This design comes from an exercise in tuning for small area and a short achievable clock period on the open sky130 flow, not from production work. Only simulation tests tie the RTL to the original design; equivalence was not proved. Power is estimated from default activity; no workload was simulated.

// osd_text_overlay
module osd_text_overlay #(
  parameter logic [9:0]  X0       = 10'd32,
  parameter logic [8:0]  Y0       = 9'd96,
  parameter logic [14:0] FG_COLOR = 15'h7FE0
) (
  input  logic       clk,
  input  logic       res,
  input  logic       ce,
  input  logic [9:0] osd_hcnt,
  input  logic [8:0] osd_vcnt,
  input  logic       osd_paper,
  input  logic       osd_blink,
  input  logic [4:0] in_red,
  input  logic [4:0] in_grn,
  input  logic [4:0] in_blu,
  input  logic       wr,
  input  logic       ctrl_wr,
  input  logic [7:0] addr,
  input  logic [7:0] d,
  input  logic [7:0] font_data,
  output logic [9:0] font_addr,
  output logic [4:0] out_red,
  output logic [4:0] out_grn,
  output logic [4:0] out_blu,
  output logic       busy
);
  localparam int KA = 6;               
  localparam logic [7:0] C_BLANK = 8'h20;
  function automatic logic [7:0] phys(input logic [7:0] a);
    phys = {a[4:2] + 3'd1, a[1:0], ~a[7], a[6:5]};
  endfunction
  logic [7:0] mem [0:255];
  logic       busy_q, busy_o_q, en_q;
  logic [7:0] cnt_q;
  logic [15:0] wb_hi_n_q, wb_lo_n_q;
  logic [7:0]  wb_d_q;
  logic [7:0]      part_q [0:3];
  logic [7-KA:0]   rhi_q;
  logic            byp_q;
  logic [7:0]      byp_d_q;
  logic            ce_d_q;
  logic [7:0]      c_hold_q;
  logic [7:0]      w_c_new;
  logic        v1_q, v2_q;
  logic        hit1_q, blink1_q;
  logic [2:0]  bit1_q, line1_q;
  logic [14:0] rgb1_q;
  logic        hit2_q, inv2_q;
  logic [7:0]  sel2_q;
  logic [14:0] rgb2_q;
  logic [9:0]  font_addr_q;
  logic [14:0] out_q;
  logic [9:0] w_dx;
  ...
Size: roughly 4300 cells after synthesis, ~0.080 mm² of cells after synthesis.
make LEC_CHECK=0 CAP_MARGIN=30 CORE_MARGIN=2 CORE_UTILIZATION=45 CTS_CLUSTER_DIAMETER=80 CTS_CLUSTER_SIZE=30 PLACE_DENSITY=0.65 SETUP_SLACK_MARGIN=2.0 SLEW_MARGIN=20 SYNTH_HIERARCHICAL=1 TNS_END_PERCENT=20 finish   # period 4.0 ns
run.sh (not shown) runs the stock make flow with config.mk's settings and CLKGATE_MAP_FILE= SYNTH_SCRIPT=/design/flow/synth_recipe.tcl, a recipe that flattens the netlist after the stock synthesis.
Rerun with:
--- a/flow/config.mk
+++ b/flow/config.mk
@@ -9,6 +9,5 @@
 export CORE_MARGIN = 2
-export CORE_UTILIZATION = 45
+export CORE_UTILIZATION = 40
 export CTS_CLUSTER_DIAMETER = 80
 export CTS_CLUSTER_SIZE = 30
-export PLACE_DENSITY = 0.65
 export SETUP_SLACK_MARGIN = 2.0
Global-route usage came out lower by 2.2 points; cell area came out higher slightly; utilization came out lower by 5.3 points; hold slack improved by 0.062 ns; combinational power came out higher by a few percent; wire length came out higher by a few percent; power came out higher slightly; via count came out lower slightly; cell count came out higher by a few percent; worst setup slack improved by 0.023 ns.
Rerun with:
--- a/flow/config.mk
+++ b/flow/config.mk
@@ -9,3 +9,3 @@
 export CORE_MARGIN = 2
-export CORE_UTILIZATION = 40
+export CORE_UTILIZATION = 50
 export CTS_CLUSTER_DIAMETER = 80
What happened:
- first-iteration DRC count rises by a few percent
- clock power is about the same
- wire length stays flat
- synthesized cell count stays the same
- sequential cell count does not change
- sequential share of layout area went up by 0.68 points
- cell area fell slightly
- final cell count fell by a little under a tenth
- sequential power barely changes
- via count stays the same
- die area is lower by about a fifth
Rerun with:
--- a/flow/config.mk
+++ b/flow/config.mk
@@ -9,5 +9,5 @@
 export CORE_MARGIN = 2
-export CORE_UTILIZATION = 50
-export CTS_CLUSTER_DIAMETER = 80
-export CTS_CLUSTER_SIZE = 30
+export CORE_UTILIZATION = 40
+export CTS_CLUSTER_DIAMETER = 60
+export CTS_CLUSTER_SIZE = 24
 export SETUP_SLACK_MARGIN = 2.0
Result:
- routed wire length hardly moves
- die area goes up by 25%
- final area goes up by 2.1%
- setup slack is better by 0.062 ns
- first-iteration DRC count goes down by 3.5%

## port drivers added, routing unchanged
Ports are ideal in the flow. The routed layouts listed here were re-timed in OpenROAD.
Step 1 assumes that a clkbuf_16 drives the clock port and a buf_2 every other input.
Step 2 times the ports against the registers' clock, not the clock port: input delays grow and output delays shrink by t, the midpoint of the rising clock arrivals with the driver on.
Slacks: ideal ports / drivers / drivers and shift; pairs: ideal ports / drivers.
run	t, ns	slack for setup (ns)	hold slack, ns	clock arrival spread, ns	worst slew at a driven data input, ns
the first run	0.845	1.866 / 1.786 / 1.059	0.353 / 0.298 / 0.429	0.056 / 0.055	0.09
the second run	0.859	1.889 / 1.796 / 1.078	0.415 / 0.342 / 0.427	0.071 / 0.071	0.12
the third run	0.831	1.790 / 1.716 / 0.997	0.414 / 0.414 / 0.414	0.047 / 0.048	0.26
the fourth run	0.871	1.853 / 1.776 / 0.987	0.374 / 0.317 / 0.426	0.051 / 0.051	0.12
After both steps setup and hold are still met in every run listed. For the fourth run, which loses most, drivers alone change the setup slack by -0.077 ns; drivers and shift together by -0.866 ns.
